This design comes from an exercise in tuning for small area, a short achievable clock period and few clock cycles per item on the open sky130 flow, not from production work.
Function was checked by simulation only, so behaviour that the tests miss may differ from the original.

== build 86 ==
// scalar_kalman_filter
module scalar_kalman_filter #(
  parameter int unsigned FRAC_BITS = 16
) (
  input  logic        clk_i,
  input  logic        rst_ni,
  input  logic        cfg_valid_i,
  output logic        cfg_ready_o,
  input  logic [0:0]  cfg_index_i,
  input  logic [31:0] cfg_data_i,
  input  logic        s_axis_tvalid,
  output logic        s_axis_tready,
  input  logic [31:0] s_axis_tdata,
  input  logic        s_axis_tuser,
  output logic        m_axis_tvalid,
  input  logic        m_axis_tready,
  output logic [31:0] m_axis_tdata
);
  localparam logic [32:0] RsRst = {1'b0, skf_pkg::MeasurementNoiseRst} + 33'h0_FFFF_FFFF;
  logic        prep_q, div_q, last_q, s2_q, hor;
  logic        prep_d, div_d, last_d;
  logic [2:0]  cnt_q;
  logic        cd_q, cl_q, cc_q, hfirst_q;
  logic        cd_d, cl_d, cc_d;
  logic [1:0]  lc_q;
  logic        conv_q, gv_q, pkv_q, hit_q, go_conv, start, nx_q, hold0, hit_d;
  logic [32:0] eq_a, eq_b, eq_k, eq_c;
  logic [15:0] g_q;
  logic        th, tl, ph, pl;
  logic [3:0]  lb_q, lb_d;
  logic [1:0]  lc_n;
  logic        tready_q, out_valid_q, primed_q, pone_q, pass_q, rz_q, force_q;
  logic [31:0] q_q;
  logic [32:0] rs_q;
  logic [32:0] zd_q;
  logic [31:0] pp_q;
  logic [32:0] den_q;
  logic [33:0] rem_q;
  logic        bh_q;
  logic [47:0] accp_q, accx_q;
  logic        stall, take, bhi, blo, s1, s2, sat;
  logic [31:0] p_cur, x_cur, pp_now;
  logic [33:0] rem1, rem2;
  logic [47:0] xa, xb, xc, xs;
  logic [48:0] pa, pb, pc, ps;
  logic        xcin, pcin1, pcin2;
  assign cfg_ready_o   = 1'b1;
  assign s_axis_tready = tready_q;
  ...
clock: 11.0 ns
lec_check: 0
cap_margin: 20
core_margin: 2
core_utilization: 30
setup_slack_margin: 5
slew_margin: 20
run.sh (not shown) runs the stock make flow with config.mk's settings and CLKGATE_MAP_FILE= SYNTH_SCRIPT=/design/flow/synth_recipe.tcl, a recipe that flattens the netlist after the stock synthesis.
Testbench counts of build 86, summed over its fixed seeds: cycles 9,297, items 1,600.
--- input diff build 86..build 52 ---
Settings: CORE_UTILIZATION changed from 30 to 40.
Results
Compared with build 86, build 52 improves design area.
Of build 52 and build 86, the lower non-clock buffer share of cell area belongs to build 52.
When build 52 is measured against build 86, its die outline area turns out about 25% lower.
Build 86 -> build 52: smallest hold slack flat
Looking at placed wire-length estimate after detailed placement across both flows, build 52 is the stronger of the two, with build 86 trailing.
Diff build 86 -> build 52: via count went down; starting density of the core shows an increase of 10 points.

== raven ==
Another version of the RTL of scalar_kalman_filter (not shown whole).
For scale: roughly 2800 cells after synthesis, ~310 flip-flops, about 28000 um2 of cells after synthesis.
==> flow/design.v (excerpt) <==
module scalar_kalman_filter #(
  parameter int unsigned FRAC_BITS = 16
) (
  input  logic        clk_i,
  input  logic        rst_ni,
  input  logic        cfg_valid_i,
  output logic        cfg_ready_o,
  input  logic [0:0]  cfg_index_i,
  input  logic [31:0] cfg_data_i,
  input  logic        s_axis_tvalid,
  output logic        s_axis_tready,
  input  logic [31:0] s_axis_tdata,
  input  logic        s_axis_tuser,
  output logic        m_axis_tvalid,
  input  logic        m_axis_tready,
  output logic [31:0] m_axis_tdata
);
==> flow/config.mk <==
export PLATFORM = sky130hd
export DESIGN_NAME = scalar_kalman_filter
export DESIGN_NICKNAME = scalar_kalman_filter
export VERILOG_FILES = /design/flow/design.v
export SDC_FILE = /design/flow/constraint.sdc
export NUM_CORES = 4
export LEC_CHECK = 0
export CAP_MARGIN = 20
export CORE_MARGIN = 2
export CORE_UTILIZATION = 40
export SETUP_SLACK_MARGIN = 5
export SLEW_MARGIN = 20
==> flow/constraint.sdc <==
create_clock -name core_clock -period 11.0 [get_ports {clk_i}]
set_input_delay 2.2000 -clock core_clock [delete_from_list [all_inputs] [get_ports {clk_i}]]
set_output_delay 2.2000 -clock core_clock [all_outputs]
set_load 0.01 [all_outputs]
standard.sh (not shown) runs the stock make flow with config.mk's settings and CLKGATE_MAP_FILE= SYNTH_SCRIPT=/design/flow/synth_recipe.tcl, a recipe that flattens the netlist after the stock synthesis.
==> flow/flow/run.sh <==
#!/bin/bash
set -euo pipefail
bash standard.sh SETUP_SLACK_MARGIN=7.5 finish > standard.log 2>&1
Looking at the reports, raven completed the entire flow and the layout it produced met the timing, DRC and antenna checks.
Testbench counts of raven, summed over its fixed seeds: cycles 16,016, items 1,600.
Here is what was changed in the inputs of willow compared with raven.
==> flow/run.sh (new file) <==
#!/bin/bash
# synth_recipe.tcl (not shown) runs the flow's synth.tcl, then flattens the netlist and writes it again
# the make line also repeats each setting of config.mk as NAME=value (left out here)
make -C /OpenROAD-flow-scripts/flow DESIGN_CONFIG=/design/flow/config.mk WORK_HOME=/design/flow/orfs CLKGATE_MAP_FILE= SYNTH_SCRIPT=/design/flow/synth_recipe.tcl finish
removed: flow/flow/run.sh
removed: flow/standard.sh
==> comparison <==
Across raven and willow, the outcome is the same: a clean finish for every run.
On maximum single-stage delay on the critical path, the higher figure sits with willow, not raven.
Pin count of the biggest net entering global routing in willow vs raven: up about 43%
Between raven and willow, minimum clock period after layout is higher for willow, raven comes in under that.
Side by side, global-route usage turned out lower in willow than in raven.
Comparing raven and willow, the lower logic depth of the worst setup path including buffers is on willow.
Count of filler cells inserted in the layout (higher): willow
On fraction of layout cells with a size suffix above 1, the higher figure sits with raven, not willow.
Lower count of placed standard cells in the final layout, fillers left out among raven and willow: willow
For the post-synthesis to final-layout area growth, willow came in 22 points lower than raven did.

The RTL this note starts from:
==> flow/design.v <==
package skf_pkg;
  localparam int unsigned DataW   = 32;
  localparam int unsigned CfgIdxW = 1;
  localparam logic [DataW-1:0] ProcessNoiseRst     = 32'd655;
  localparam logic [DataW-1:0] MeasurementNoiseRst = 32'd6554;
endpackage
module scalar_kalman_filter #(
  parameter int unsigned FRAC_BITS = 16
) (
  input  logic        clk_i,
  input  logic        rst_ni,
  input  logic        cfg_valid_i,
  output logic        cfg_ready_o,
  input  logic [0:0]  cfg_index_i,
  input  logic [31:0] cfg_data_i,
  input  logic        s_axis_tvalid,
  output logic        s_axis_tready,
  input  logic [31:0] s_axis_tdata,
  input  logic        s_axis_tuser,
  output logic        m_axis_tvalid,
  input  logic        m_axis_tready,
  output logic [31:0] m_axis_tdata
);
  localparam logic [32:0] RsRst = {1'b0, skf_pkg::MeasurementNoiseRst} + 33'h0_FFFF_FFFF;
  logic        prep_q, div_q, last_q, s2_q, hor;
  logic        prep_d, div_d, last_d;
  logic [2:0]  cnt_q;
  logic        tready_q, out_valid_q, primed_q, pone_q, pass_q, rz_q, force_q;
  logic [31:0] q_q;
  logic [32:0] rs_q;
  logic [32:0] zd_q;
  logic [31:0] pp_q;
  logic [32:0] den_q;
  logic [33:0] rem_q;
  logic        bh_q;
  logic [47:0] accp_q, accx_q;
  logic        stall, take, bhi, blo, s1, s2, sat;
  logic [31:0] p_cur, x_cur, pp_now;
  logic [33:0] ca, cb, cc, cand_sub, cand_add, rem1;
  logic        cci1, cci2;
  logic [47:0] xa, xb, xc, xs, pa, pb, pc, ps;
  logic        xcin, pcin1, pcin2;
  assign cfg_ready_o   = 1'b1;
  assign s_axis_tready = tready_q;
  assign m_axis_tvalid = out_valid_q;
  assign m_axis_tdata  = accx_q[47:16];
  assign stall = out_valid_q && !m_axis_tready;
  assign take  = tready_q && s_axis_tvalid;
  assign p_cur = pone_q ? 32'h0001_0000 : accp_q[47:16];
  assign x_cur = accx_q[47:16];
  assign hor   = (div_q && (cnt_q != 3'd0)) || last_q;
  assign s1 = !rem_q[33];
  skf_csadd #(.W(34)) u_step1 (
    .a_i({rem_q[32:0], 1'b0}), .b_i({1'b0, den_q} ^ {34{s1}}), .c_i(34'd0),
    .ci1_i(1'b0), .ci2_i(s1), .s_o(rem1)
  );
  assign s2 = !rem1[33];
  always_comb begin
    if (prep_q) begin
      ca   = {2'b11, p_cur};
      cb   = {2'b00, q_q};
      cc   = {1'b0, rs_q};
      cci1 = 1'b0;
      cci2 = 1'b1;
    end else begin
      ca   = {rem_q[31:0], 2'b00};
      cb   = {den_q, 1'b0} ^ {34{s1}};
      cc   = ~{1'b0, den_q};
      cci1 = s1;
      cci2 = 1'b1;
    end
  end
  skf_csadd #(.W(34)) u_sub (
    .a_i(ca), .b_i(cb), .c_i(cc), .ci1_i(cci1), .ci2_i(cci2), .s_o(cand_sub)
  );
  skf_csadd #(.W(34)) u_add (
    .a_i({rem_q[31:0], 2'b00}), .b_i({den_q, 1'b0} ^ {34{s1}}), .c_i({1'b0, den_q}),
    .ci1_i(s1), .ci2_i(1'b0), .s_o(cand_add)
  );
  assign bhi = bh_q && !force_q;
  assign blo = !rem_q[33] && !force_q;
  always_comb begin
    xcin = 1'b0;
    xc   = 48'd0;
    if (prep_q) begin
      xa   = {{15{zd_q[32]}}, zd_q};
      xb   = ~{{16{x_cur[31]}}, x_cur};
      xcin = 1'b1;
    end else begin
      xa = s2_q ? {{14{x_cur[31]}}, x_cur, 2'b00} : {accx_q[45:0], 2'b00};
      xb = (s2_q && force_q) ? {{13{zd_q[32]}}, zd_q, 2'b00}
         : (bhi ? {{14{zd_q[32]}}, zd_q, 1'b0} : 48'd0);
      xc = blo ? {{15{zd_q[32]}}, zd_q} : 48'd0;
    end
  end
  skf_csadd #(.W(48)) u_xadd (
    .a_i(xa), .b_i(xb), .c_i(xc), .ci1_i(1'b0), .ci2_i(xcin), .s_o(xs)
  );
  always_comb begin
    pc    = 48'd0;
    pcin1 = 1'b0;
    pcin2 = 1'b0;
    if (prep_q) begin
      pa = {16'd0, p_cur};
      pb = {16'd0, q_q};
    end else begin
      pa    = s2_q ? (rz_q ? 48'd0 : {14'd0, pp_q, 2'b00}) : {accp_q[45:0], 2'b00};
      pb    = bhi ? ~{15'd0, pp_q, 1'b0} : 48'd0;
      pc    = blo ? ~{16'd0, pp_q} : 48'd0;
      pcin1 = bhi;
      pcin2 = blo;
    end
  end
  skf_csadd #(.W(48)) u_padd (
    .a_i(pa), .b_i(pb), .c_i(pc), .ci1_i(pcin1), .ci2_i(pcin2), .s_o(ps)
  );
  assign sat    = ps[32];
  assign pp_now = sat ? 32'hFFFF_FFFF : ps[31:0];
  assign prep_d = (take && !s_axis_tuser) || (prep_q && stall);
  assign div_d  = (prep_q && !stall) || (div_q && (cnt_q != 3'd7));
  assign last_d = div_q && (cnt_q == 3'd7);
  always_ff @(posedge clk_i or negedge rst_ni) begin
    if (!rst_ni) begin
      prep_q      <= 1'b0;
      div_q       <= 1'b0;
      last_q      <= 1'b0;
      s2_q        <= 1'b0;
      cnt_q       <= 3'd0;
      tready_q    <= 1'b1;
      out_valid_q <= 1'b0;
      primed_q    <= 1'b0;
      pone_q      <= 1'b1;
      pass_q      <= 1'b0;
      rz_q        <= 1'b0;
      force_q     <= 1'b0;
      q_q         <= skf_pkg::ProcessNoiseRst;
      rs_q        <= RsRst;
    end else begin
      prep_q   <= prep_d;
      div_q    <= div_d;
      last_q   <= last_d;
      s2_q     <= div_q && (cnt_q == 3'd0);
      tready_q <= !prep_d && !div_d;
      cnt_q    <= div_q ? cnt_q + 3'd1 : 3'd0;
      if (cfg_valid_i) begin
        if (cfg_index_i[0]) begin
          rs_q <= {1'b0, cfg_data_i} + 33'h0_FFFF_FFFF;
          rz_q <= (cfg_data_i == 32'd0);
        end else begin
          q_q <= cfg_data_i;
        end
      end
      if (last_q)              out_valid_q <= 1'b1;
      else if (m_axis_tready)  out_valid_q <= 1'b0;
      if (take) begin
        if (s_axis_tuser) begin
          primed_q <= 1'b0;
          pone_q   <= 1'b1;
        end else begin
          primed_q <= 1'b1;
          pass_q   <= !primed_q;
          force_q  <= !primed_q || rz_q;
        end
      end
      if (prep_q && !stall && !pass_q) pone_q <= 1'b0;
    end
  end
  always_ff @(posedge clk_i) begin
    bh_q <= s2;
    if (prep_q) begin
      rem_q <= {2'b00, pp_now};
      den_q <= sat ? rs_q : cand_sub[32:0];
      pp_q  <= pp_now;
    end else begin
      rem_q <= s2 ? cand_sub : cand_add;
    end
    if (tready_q) zd_q <= {s_axis_tdata[31], s_axis_tdata};
    else if (prep_q && !stall) zd_q <= xs[32:0];
    if (hor) begin
      accx_q <= xs;
      if (!pass_q) accp_q <= ps;
    end
  end
endmodule
module skf_csadd #(
  parameter int unsigned W = 32
) (
  input  logic [W-1:0] a_i,
  input  logic [W-1:0] b_i,
  input  logic [W-1:0] c_i,
  input  logic         ci1_i,
  input  logic         ci2_i,
  output logic [W-1:0] s_o
);
  logic [W-1:0] x, y;
  logic [W:0]   g, p;
  assign x = a_i ^ b_i ^ c_i;
  assign y = {(a_i[W-2:0] & b_i[W-2:0]) | (a_i[W-2:0] & c_i[W-2:0]) |
              (b_i[W-2:0] & c_i[W-2:0]), ci1_i};
  always_comb begin
    g = {x & y, ci2_i};
    p = {x ^ y, 1'b0};
    for (int d = 1; d <= W; d = d * 2) begin
      for (int i = 2 * d - 1; i <= W; i = i + 2 * d) begin
        g[i] = g[i] | (p[i] & g[i - d]);
        p[i] = p[i] & p[i - d];
      end
    end
    for (int d = 64; d >= 1; d = d / 2) begin
      for (int i = 3 * d - 1; i <= W; i = i + 2 * d) begin
        g[i] = g[i] | (p[i] & g[i - d]);
        p[i] = p[i] & p[i - d];
      end
    end
  end
  assign s_o = x ^ y ^ g[W-1:0];
endmodule
Settings: LEC_CHECK=0, ABC_AREA=1, CAP_MARGIN=20, CORE_MARGIN=2, CORE_UTILIZATION=40, SETUP_SLACK_MARGIN=5, SLEW_MARGIN=20; clock period 11.0 ns.
run.sh (not shown) runs the stock make flow with config.mk's settings and CLKGATE_MAP_FILE= SYNTH_SCRIPT=/design/flow/synth_recipe.tcl, a recipe that flattens the netlist after the stock synthesis.
Stock flow here: none of the scripts above is used.
The starting point went through all stages and came out clean.
Testbench counts at the start, summed over its fixed seeds: cycles 16,016, items 1,600.
Edit:
- ABC_AREA: 1 -> not set
- CORE_UTILIZATION: 40 -> 65
The new run ran to the end with no violations.
Count of clock-buffer cells in the layout climbs by 11.
Wire length drops by roughly a tenth.
Worst setup slack loses 0.082 ns.
Sequential cell count is unchanged.
Design area drops by a few percent.

[static timing again, ports no longer ideal]
The results above use ideal ports. As a check the final layouts listed here were re-extracted and re-timed, cells and wires unchanged.
Step 1: set_driving_cell puts a clkbuf_16 on clk_i and a buf_2 on each other input, an assumption about the parent block.
Step 2 moves the port delays by t, midway between the first and last clock arrival at a register: inputs arrive t later, outputs are due t later. That takes back most of the time a late clock gives input paths.
a / b / c = ideal / step 1 / step 2; a / b = the first two.
run	shift t [ns]	setup WS [ns]	hold slack, ns	worst setup path at the end	slew at the worst register clock pin (ns)
build 86	0.659	4.911 / 4.911 / 4.911	0.438 / 0.438 / 0.438	register to register	0.07 / 0.07
build 52	0.663	4.895 / 4.895 / 4.895	0.437 / 0.437 / 0.437	register to register	0.07 / 0.07
raven	0.635	6.067 / 6.067 / 6.067	0.483 / 0.483 / 0.483	register to register	0.07 / 0.07
willow	0.629	5.321 / 5.321 / 5.321	0.472 / 0.472 / 0.472	register to register	0.06 / 0.06
the first run of note 3	0.653	5.326 / 5.326 / 5.326	0.462 / 0.462 / 0.462	register to register	0.07 / 0.07
the second run of note 3	0.628	5.244 / 5.244 / 5.244	0.474 / 0.474 / 0.474	register to register	0.06 / 0.06
After both steps every run listed still meets setup and hold.
